From an optimization exercise on the open Yosys and OpenROAD flow, aimed at a short achievable clock period and few clock cycles; shortcuts taken in it are not production practice.
In this exercise RTL edits were held to simulation tests only and were not proved equivalent to the original.
Power figures rest on the tool's default switching activity, not on a simulated workload.

==> design/flow/design.v <==
package dcache_pkg;
  typedef logic [32-1:0] word_t;
  typedef struct packed {
    logic [26-1:0]   tag;      
    logic [3-1:0] idx;      
    logic                       blkoff;   
    logic [1:0]                 bytoff;   
  } dcache_addr_t;
  typedef struct packed {
    logic [26-1:0]            tag;
    word_t [2-1:0]     block;   
    logic                                valid;
    logic                                dirty;
  } dcache_frame_t;
  typedef enum logic [3:0] {
    idle,
    fetch1, fetch2,                   
    wb1, wb2,                         
    flush1, flush2, flush3, flush4,   
    flush_count,                      
    flushed                           
  } dcache_state_t;
endpackage
`timescale 1ns/100ps
module dcache_array (
  input  logic                        CLK,
  input  logic                        nRST,
  input  logic [3-1:0]  index,
  input  logic [26-1:0]    tag,
  input  logic                        wr_en,
  input  logic                        wr_way,
  input  logic                        wr_word,
  input  dcache_pkg::word_t           wr_data,
  input  logic [26-1:0]    wr_tag,
  input  logic                        wr_valid,
  input  logic                        wr_dirty,
  input  logic                        lru_en,
  input  logic                        lru_used_way,
  output dcache_pkg::dcache_frame_t   frame0,
  output dcache_pkg::dcache_frame_t   frame1,
  output logic                        hit,
  output logic                        hit_way,
  output logic                        lru_way
);
  logic [26-1:0] tag_mem [2][8];
  dcache_pkg::word_t [2-1:0] data_mem [2][8];
  logic [8-1:0] valid [2];
  logic [8-1:0] dirty [2];
  logic [8-1:0] lru;         
  logic hit0, hit1;
  always_ff @(posedge CLK) begin
    if (wr_en) begin
      tag_mem[wr_way][index]           <= wr_tag;
      data_mem[wr_way][index][wr_word] <= wr_data;
    end
  end
  always_ff @(posedge CLK, negedge nRST) begin
    if (!nRST) begin
      valid[0] <= '0;
      valid[1] <= '0;
      dirty[0] <= '0;
      dirty[1] <= '0;
    end else if (wr_en) begin
      valid[wr_way][index] <= wr_valid;
      dirty[wr_way][index] <= wr_dirty;
    end
  end
  always_ff @(posedge CLK, negedge nRST) begin
    if (!nRST) begin
      lru <= '0;
    end else if (lru_en) begin
      lru[index] <= ~lru_used_way;
    end
  end
  always_comb begin
    frame0.tag   = tag_mem[0][index];
    frame0.block = data_mem[0][index];
    frame0.valid = valid[0][index];
    frame0.dirty = dirty[0][index];
    frame1.tag   = tag_mem[1][index];
    frame1.block = data_mem[1][index];
    frame1.valid = valid[1][index];
    frame1.dirty = dirty[1][index];
  end
  assign hit0 = frame0.valid && (frame0.tag == tag);
  assign hit1 = frame1.valid && (frame1.tag == tag);
  assign hit     = hit0 | hit1;
  assign hit_way = hit1;            
  assign lru_way = lru[index];
endmodule
`timescale 1ns/100ps
module dcache_ctrl (
  input  logic                        CLK,
  input  logic                        nRST,
  input  logic                        dmem_ren,
  input  logic                        dmem_wen,
  input  dcache_pkg::word_t           dmem_addr,
  input  dcache_pkg::word_t           dmem_store,
  input  logic                        halt,
  output logic                        dhit,
  output dcache_pkg::word_t           dmem_load,
  output logic                        flushed,
  input  dcache_pkg::word_t           mem_load,
  input  logic                        mem_wait,
  output logic                        mem_ren,
  output logic                        mem_wen,
  output dcache_pkg::word_t           mem_addr,
  output dcache_pkg::word_t           mem_store,
  input  dcache_pkg::dcache_frame_t   frame0,
  input  dcache_pkg::dcache_frame_t   frame1,
  input  logic                        hit,
  input  logic                        hit_way,
  input  logic                        lru_way,
  output logic [3-1:0]  index,
  output logic [26-1:0]    tag,
  output logic                        wr_en,
  output logic                        wr_way,
  output logic                        wr_word,
  output dcache_pkg::word_t           wr_data,
  output logic [26-1:0]    wr_tag,
  output logic                        wr_valid,
  output logic                        wr_dirty,
  output logic                        lru_en,
  output logic                        lru_used_way
);
  dcache_pkg::dcache_state_t state, next_state;
  dcache_pkg::dcache_addr_t  req_addr;
  dcache_pkg::dcache_frame_t hit_frame, victim, flush_frame;
  logic                       req;
  logic                       flushing;       
  logic [3-1:0] flush_idx;
  logic                       flush_adv;      
  logic                       step_done;      
  dcache_pkg::word_t          hit_count;
  logic                       missed;         
  logic                       miss_start;
  assign req_addr = dcache_pkg::dcache_addr_t'(dmem_addr);
  assign req      = dmem_ren | dmem_wen;
  assign flushing = (state == dcache_pkg::flush1) || (state == dcache_pkg::flush2) ||
                    (state == dcache_pkg::flush3) || (state == dcache_pkg::flush4);
  assign index = flushing ? flush_idx : req_addr.idx;
  assign tag   = req_addr.tag;
  assign hit_frame   = hit_way ? frame1 : frame0;
  assign victim      = lru_way ? frame1 : frame0;   
  assign flush_frame = ((state == dcache_pkg::flush1) ||
                        (state == dcache_pkg::flush2)) ? frame0 : frame1;
  assign dmem_load = dhit ? hit_frame.block[req_addr.blkoff] : '0;
  assign step_done = !flush_frame.dirty || !mem_wait;
  always_comb begin
    next_state   = state;
    dhit         = 1'b0;
    flushed      = 1'b0;
    mem_ren      = 1'b0;
    mem_wen      = 1'b0;
    mem_addr     = '0;
    mem_store    = '0;
    wr_en        = 1'b0;
    wr_way       = lru_way;            
    wr_word      = 1'b0;
    wr_data      = mem_load;
    wr_tag       = req_addr.tag;
    wr_valid     = 1'b0;
    wr_dirty     = 1'b0;
    lru_en       = 1'b0;
    lru_used_way = hit_way;
    flush_adv    = 1'b0;
    miss_start   = 1'b0;
    unique case (state)
      dcache_pkg::idle: begin
        if (req && hit) begin
          dhit   = 1'b1;
          lru_en = 1'b1;
          if (dmem_wen) begin          
            wr_en    = 1'b1;
            wr_way   = hit_way;
            wr_word  = req_addr.blkoff;
            wr_data  = dmem_store;
            wr_valid = 1'b1;
            wr_dirty = 1'b1;
          end
        end
        if (halt) begin
          next_state = dcache_pkg::flush1;
        end else if (req && !hit) begin
          miss_start = 1'b1;
          if (victim.valid && victim.dirty) begin
            next_state = dcache_pkg::wb1;
          end else begin
            next_state = dcache_pkg::fetch1;
          end
        end
      end
      dcache_pkg::wb1: begin
        mem_wen   = 1'b1;
        mem_addr  = {victim.tag, req_addr.idx, 1'b0, 2'b00};
        mem_store = victim.block[0];
        if (!mem_wait) next_state = dcache_pkg::wb2;
      end
      dcache_pkg::wb2: begin
        mem_wen   = 1'b1;
        mem_addr  = {victim.tag, req_addr.idx, 1'b1, 2'b00};
        mem_store = victim.block[1];
        if (!mem_wait) next_state = dcache_pkg::fetch1;
      end
      dcache_pkg::fetch1: begin
        mem_ren  = 1'b1;
        mem_addr = {req_addr.tag, req_addr.idx, 1'b0, 2'b00};
        wr_en    = !mem_wait;          
        wr_word  = 1'b0;
        if (!mem_wait) next_state = dcache_pkg::fetch2;
      end
      dcache_pkg::fetch2: begin
        mem_ren  = 1'b1;
        mem_addr = {req_addr.tag, req_addr.idx, 1'b1, 2'b00};
        wr_en    = !mem_wait;
        wr_word  = 1'b1;
        wr_valid = 1'b1;               
        if (!mem_wait) next_state = dcache_pkg::idle;
      end
      dcache_pkg::flush1, dcache_pkg::flush2,
      dcache_pkg::flush3, dcache_pkg::flush4: begin
        mem_wen   = flush_frame.dirty;
        mem_addr  = {flush_frame.tag, flush_idx,
                     (state == dcache_pkg::flush2) || (state == dcache_pkg::flush4),
                     2'b00};
        mem_store = ((state == dcache_pkg::flush2) || (state == dcache_pkg::flush4)) ?
                    flush_frame.block[1] : flush_frame.block[0];
        if (step_done) begin
          unique case (state)
            dcache_pkg::flush1: next_state = dcache_pkg::flush2;
            dcache_pkg::flush2: next_state = dcache_pkg::flush3;
            dcache_pkg::flush3: next_state = dcache_pkg::flush4;
            default: begin
              if (flush_idx == 3'(8 - 1)) begin
                next_state = dcache_pkg::flush_count;
              end else begin
                flush_adv  = 1'b1;     
                next_state = dcache_pkg::flush1;
              end
            end
          endcase
        end
      end
      dcache_pkg::flush_count: begin
        mem_wen   = 1'b1;
        mem_addr  = 32'h3100;
        mem_store = hit_count;
        if (!mem_wait) next_state = dcache_pkg::flushed;
      end
      default: begin
        flushed = 1'b1;                
      end
    endcase
  end
  always_ff @(posedge CLK, negedge nRST) begin
    if (!nRST) begin
      state <= dcache_pkg::idle;
    end else begin
      state <= next_state;
    end
  end
  always_ff @(posedge CLK, negedge nRST) begin
    if (!nRST) begin
      flush_idx <= '0;
    end else if (flush_adv) begin
      flush_idx <= flush_idx + 1'b1;
    end
  end
  always_ff @(posedge CLK, negedge nRST) begin
    if (!nRST) begin
      hit_count <= '0;
      missed    <= 1'b0;
    end else if (dhit) begin
      if (!missed) hit_count <= hit_count + 32'd1;
      missed <= 1'b0;                  
    end else if (miss_start) begin
      missed <= 1'b1;
    end
  end
endmodule
`timescale 1ns/100ps
module dcache (
  input  logic               CLK,
  input  logic               nRST,
  input  logic               dmem_ren,
  input  logic               dmem_wen,
  input  dcache_pkg::word_t  dmem_addr,
  input  dcache_pkg::word_t  dmem_store,
  input  logic               halt,
  output logic               dhit,
  output dcache_pkg::word_t  dmem_load,
  output logic               flushed,
  input  dcache_pkg::word_t  mem_load,
  input  logic               mem_wait,
  output logic               mem_ren,
  output logic               mem_wen,
  output dcache_pkg::word_t  mem_addr,
  output dcache_pkg::word_t  mem_store
);
  dcache_pkg::dcache_frame_t  frame0, frame1;
  logic                       hit, hit_way, lru_way;
  logic [3-1:0] index;
  logic [26-1:0]   tag;
  logic                       wr_en, wr_way, wr_word;
  dcache_pkg::word_t          wr_data;
  logic [26-1:0]   wr_tag;
  logic                       wr_valid, wr_dirty;
  logic                       lru_en, lru_used_way;
  dcache_ctrl ctrl_i (
    .CLK, .nRST,
    .dmem_ren, .dmem_wen, .dmem_addr, .dmem_store, .halt,
    .dhit, .dmem_load, .flushed,
    .mem_load, .mem_wait, .mem_ren, .mem_wen, .mem_addr, .mem_store,
    .frame0, .frame1, .hit, .hit_way, .lru_way,
    .index, .tag,
    .wr_en, .wr_way, .wr_word, .wr_data, .wr_tag, .wr_valid, .wr_dirty,
    .lru_en, .lru_used_way
  );
  dcache_array array_i (
    .CLK, .nRST,
    .index, .tag,
    .wr_en, .wr_way, .wr_word, .wr_data, .wr_tag, .wr_valid, .wr_dirty,
    .lru_en, .lru_used_way,
    .frame0, .frame1, .hit, .hit_way, .lru_way
  );
endmodule
==> design/flow/run.sh <==
#!/bin/bash
# synth_recipe.tcl (not shown) runs the flow's synth.tcl, then flattens the netlist and writes it again
# the make line also repeats each setting of config.mk as NAME=value (left out here)
make -C /OpenROAD-flow-scripts/flow DESIGN_CONFIG=/design/flow/config.mk WORK_HOME=/design/flow/orfs CLKGATE_MAP_FILE= SYNTH_SCRIPT=/design/flow/synth_recipe.tcl finish
==> design/flow/config.mk <==
export PLATFORM = sky130hd
export DESIGN_NAME = dcache
export DESIGN_NICKNAME = dcache
export VERILOG_FILES = /design/flow/design.v
export SDC_FILE = /design/flow/constraint.sdc
export NUM_CORES = 4
export LEC_CHECK = 0
export CAP_MARGIN = 40
export CORE_MARGIN = 2
export CORE_UTILIZATION = 40
export SETUP_SLACK_MARGIN = 0.3
export SLEW_MARGIN = 50
==> design/flow/constraint.sdc <==
create_clock -name core_clock -period 9.0 [get_ports {CLK}]
set_input_delay 1.8000 -clock core_clock [delete_from_list [all_inputs] [get_ports {CLK}]]
set_output_delay 1.8000 -clock core_clock [all_outputs]
set_load 0.01 [all_outputs]
==> metrics.log <==
INFO  metric cts_hold_buf = 0
INFO  metric worstHoldPathType = reg -> reg
INFO  metric synthAdderAreaFrac = 0.150%
INFO  metric area_of_the_die = 170000 sq um
INFO  metric initial_utilization = 40.3%
INFO  metric final_design_area_no_fill = 78100 sq um
INFO  metric final_weighted_congestion_in_routability_driven_placement = 0.886
INFO  metric first_global_vias = 44400
INFO  metric synthArstFlopShare = 5.26%
INFO  metric layout.filler_cells = 14500
INFO  metric timing.final.crit_period = 8.73 ns
INFO  metric avgRoutedWirePerCell = 25.7 microns
INFO  metric floorplan.die.width = 412 microns
INFO  metric synthToLayoutAreaGrowth = 17.0%
INFO  metric leading_cell_type_in_the_layout_fill_and_taps_excluded = edfxtp_1
INFO  metric setup_viol_count_final = 0
INFO  metric timing.final.max_slew_violations = 0
INFO  metric cts_sinks = 1520
INFO  metric drive_above_1_share = 12.4%
INFO  metric synth_mux_area_share = 3.51%
INFO  metric final_antenna_net_count = 0
INFO  metric layout.nets = 5903
INFO  metric power_per_cell_area = 192 nW/um^2
INFO  metric synth_top_flop_cell = edfxtp_1
INFO  metric final-seq-area = 45200 sq um
INFO  metric dp.final_hpwl = 124 mm
INFO  metric detail_route.vias_per_cell = 5.85
INFO  metric core_occupancy_in_the_finished_layout = 47.2%
INFO  metric core = 165000 sq um
INFO  metric drc_errors_left = 0
INFO  metric global_route.overflow_total = 0
INFO  metric placed_cell_area = 73000 sq um
INFO  metric final_hold_viol_count = 0
INFO  metric vdd_drop_max = 0.203 mV
INFO  metric most-common-layout-cells = 1440 x edfxtp_1, 1359 x nand2_1, 756 x nand3_1, 240 x buf_4, 175 x clkdlybuf4s50_1
INFO  metric power_leakage = 27.3 nW
INFO  metric largest_net_degree_at_the_start_of_global_routing = 102
INFO  metric design.portCount = 202
INFO  metric grtUsageTotal = 24.1%
INFO  metric finalWirelength = 209 mm
INFO  metric critPathRequiredTime = 7.20 ns
INFO  metric synth_seq_cells = 1520
INFO  metric seq_area_frac_synth = 67.8%
INFO  metric post-route-period-util = 96.9%
INFO  metric antenna_found_initial = 10
INFO  metric yosys_warnings = 4
INFO  metric insertion_delay = 0.81 ns
INFO  metric reg2reg_setup_slack = 2.22 ns
INFO  metric number_of_port_buffers = 197
INFO  metric edff_count_synth = 1440
INFO  metric syn_avg_cell_area = 12.0 sq um
INFO  metric rsz0062_at_grt = yes
INFO  metric tritoncts.num_buffers = 158
INFO  metric synth_top_family_by_area = simple AND/OR/NAND/NOR gates
INFO  metric status = complete, no violations
INFO  metric drt_pass1_iterations = 6
INFO  metric htreeDepth = 4
INFO  metric grt_pass1_wl = 303 mm
INFO  metric worst_pin_slew = 0.773 ns
INFO  metric synth.cell_area = 66700 sq um
INFO  metric vias = 47500
INFO  metric worstSetupStartpointType = primary input
INFO  metric synth_cells = 5555
INFO  metric detail_route.iter0.violations = 5200
INFO  metric fin_total_pwr = 0.0150 W
INFO  metric max_cap_viol_count = 0
INFO  metric placementRows = 149
INFO  metric critPathArrivalTime = 6.93 ns
INFO  metric path_class = in -> out
INFO  metric worst_setup_path_end_kind = output pin
INFO  metric headroom_to_the_max_slew_limit = 47.9%
INFO  metric synth_cell_type_count = 78
INFO  metric multi_input_comb_area = 19800 sq um
INFO  metric cts_tree = built
INFO  metric synth_xor_area_share = 1.01%
INFO  metric yosys.area_share.simple = 16.5%
INFO  metric synth-compound-area-share = 7.57%
INFO  metric cts-root-to-sink-buffers = 3
INFO  metric path_max_fanout = 33
INFO  metric cts_root_buffer = clkbuf_16
INFO  metric achievable-frequency = 0.115 GHz
INFO  metric cts.reportedPaths.clkPinSlew = 0.06 ns
INFO  metric timing.clock.skew = 0.0360 ns
INFO  metric die_y = 412 microns
through the flow:
| stage | hold slack, ns | worst slack [ns] | std cells | setup TNS [ns] |
|---|---|---|---|---|
| final | 0.485 | 0.275 | 8109 | 0 |
| after global routing | 0.492 | 0.187 | 8106 | 0 |
| after CTS | 0.486 | 0.338 | 8105 | 0 |
| after detailed placement | 0.474 | -0.116 | 7818 | -0.983 |
| after global placement | 0.472 | -0.0713 | 7807 | -0.398 |
| after floorplan | 0.446 | 0.906 | 5556 | 0 |
critical path, cell delays in order:
cell and delay, ns:
clkdlybuf4s50_1 0.43, or3_1 0.32, o31ai_1 0.09, a22oi_2 0.16
buf_12 0.18, inv_8 0.10, a21oi_1 0.05, a221o_1 0.38
and3_1 0.19, or4b_1 0.54, or4b_2 0.69, or4_4 0.58
buf_12 0.22, mux4_2 0.43, and2_1 0.24, clkdlybuf4s50_1 0.49
final cells by class:
class	count	area share (%)
Tap cell	2189	3.51
Timing Repair Buffer	493	6.21
Clock buffer	192	5.25
Clock inverter	91	1.08
Sequential cell	1520	57.9
Inverter	125	0.622
Antenna cell	4	0.0128
Multi-Input combinational cell	3495	25.4
final timing paths:
path	start	end	depth (start not counted)
max in group asynchronous	nRST	ctrl_i.state[0]	2
worst min register to register	ctrl_i.hit_count[31]	ctrl_i.hit_count[31]	1
worst min-delay path	ctrl_i.hit_count[31]	ctrl_i.hit_count[31]	1
worst max-delay path	dmem_addr[4]	dmem_load[21]	16
min in group asynchronous	nRST	ctrl_i.hit_count[20]	1
worst max register to register	ctrl_i.state[1]	array_i.data_mem[8][29]	23
synth_stat cells (all sizes together) (34+ instances only):
| library cell | count | share of area, % |
|---|---|---|
| nand4 | 54 | 0.51 |
| o21ai | 108 | 0.81 |
| nor3 | 37 | 0.29 |
| mux4 | 34 | 1.1 |
| a221oi | 40 | 0.53 |
| o221ai | 118 | 1.5 |
| nand3 | 757 | 5.7 |
| dfrtp | 80 | 3.0 |
| mux2i | 145 | 2.2 |
| buf | 127 | 1.1 |
| xnor2 | 46 | 0.60 |
| edfxtp | 1440 | 65 |
| nor2 | 194 | 1.1 |
| o2111ai | 100 | 1.3 |
| a21oi | 140 | 1.1 |
| and2 | 49 | 0.46 |
| clkbuf | 290 | 1.6 |
| inv | 125 | 0.70 |
| nand2 | 1360 | 7.7 |
state kept, by name (all words and copies together) (netlist names):
| signal | flops |
|---|---|
| array_i.data_mem | 1024 |
| array_i.tag_mem | 416 |
| ctrl_i.hit_count | 32 |
| array_i.dirty | 16 |
| array_i.valid | 16 |
| array_i.lru | 8 |
| ctrl_i.state | 4 |
| ctrl_i.flush_idx | 3 |
| ctrl_i.missed | 1 |
power breakdown:
part | leakage (nW) | internal (W) | total [W] | switching (W)
Sequential | 12.9 | 0.00770 | 0.00770 | 0.000000775
Clock | 2.39 | 0.00351 | 0.00631 | 0.00280
Combinational | 12.0 | 0.000342 | 0.00103 | 0.000687
Total | 27.3 | 0.0115 | 0.0150 | 0.00349
kinds of logic (layout without fill, tap and decap cells):
group,count (synthesis),count (layout)
xor gates and xnor gates,77,77
other,1,6
adders and majority gates,8,8
and+or+nand+nor,2530,2530
buffers and inverters,542,901
AOI/OAI and AO/OA,687,688
DFF,1520,1520
muxes,190,190
layer usage:
layer,GRT usage [%],part of all wire (%),up-vias
li1,-,-,21000
met1,32.7,40,23700
met2,38.4,47,2318
met3,5.06,9.3,395
met4,8.62,3.5,6
met5,0,0.015,-
timing repair:
item | CTS | global route
pin swaps | 2 | 0
buffers inserted | 3 | 0
setup endpoints to repair | 32 | 29
cloned | 1 | 0
resized for setup | 11 | 9
Testbench counts, summed over its fixed seeds: cycles 47,010.

[what the ideal ports hide]
Ports are ideal in the flow. The routed layout listed here was re-timed in OpenROAD.
Step 1, drivers: a clkbuf_16 drives CLK and a buf_2 each remaining input, both assumed.
Step 2 times the ports against the registers' clock, not the clock port: input delays grow and output delays shrink by t, the midpoint of the rising clock arrivals with the driver on.
Three values: ideal ports, drivers, drivers and shift; two values: the first two.
t (ns): 0.874
setup slack, ns: 0.275 / 0.181 / 0.181
clock arrival spread, ns: 0.036 / 0.036
worst register clock-pin slew, ns: 0.06 / 0.06
pins driven straight from the clock port: 1
After both steps setup and hold are still met in this run. For this run, drivers alone change the setup slack by -0.094 ns; drivers and shift together by -0.094 ns.
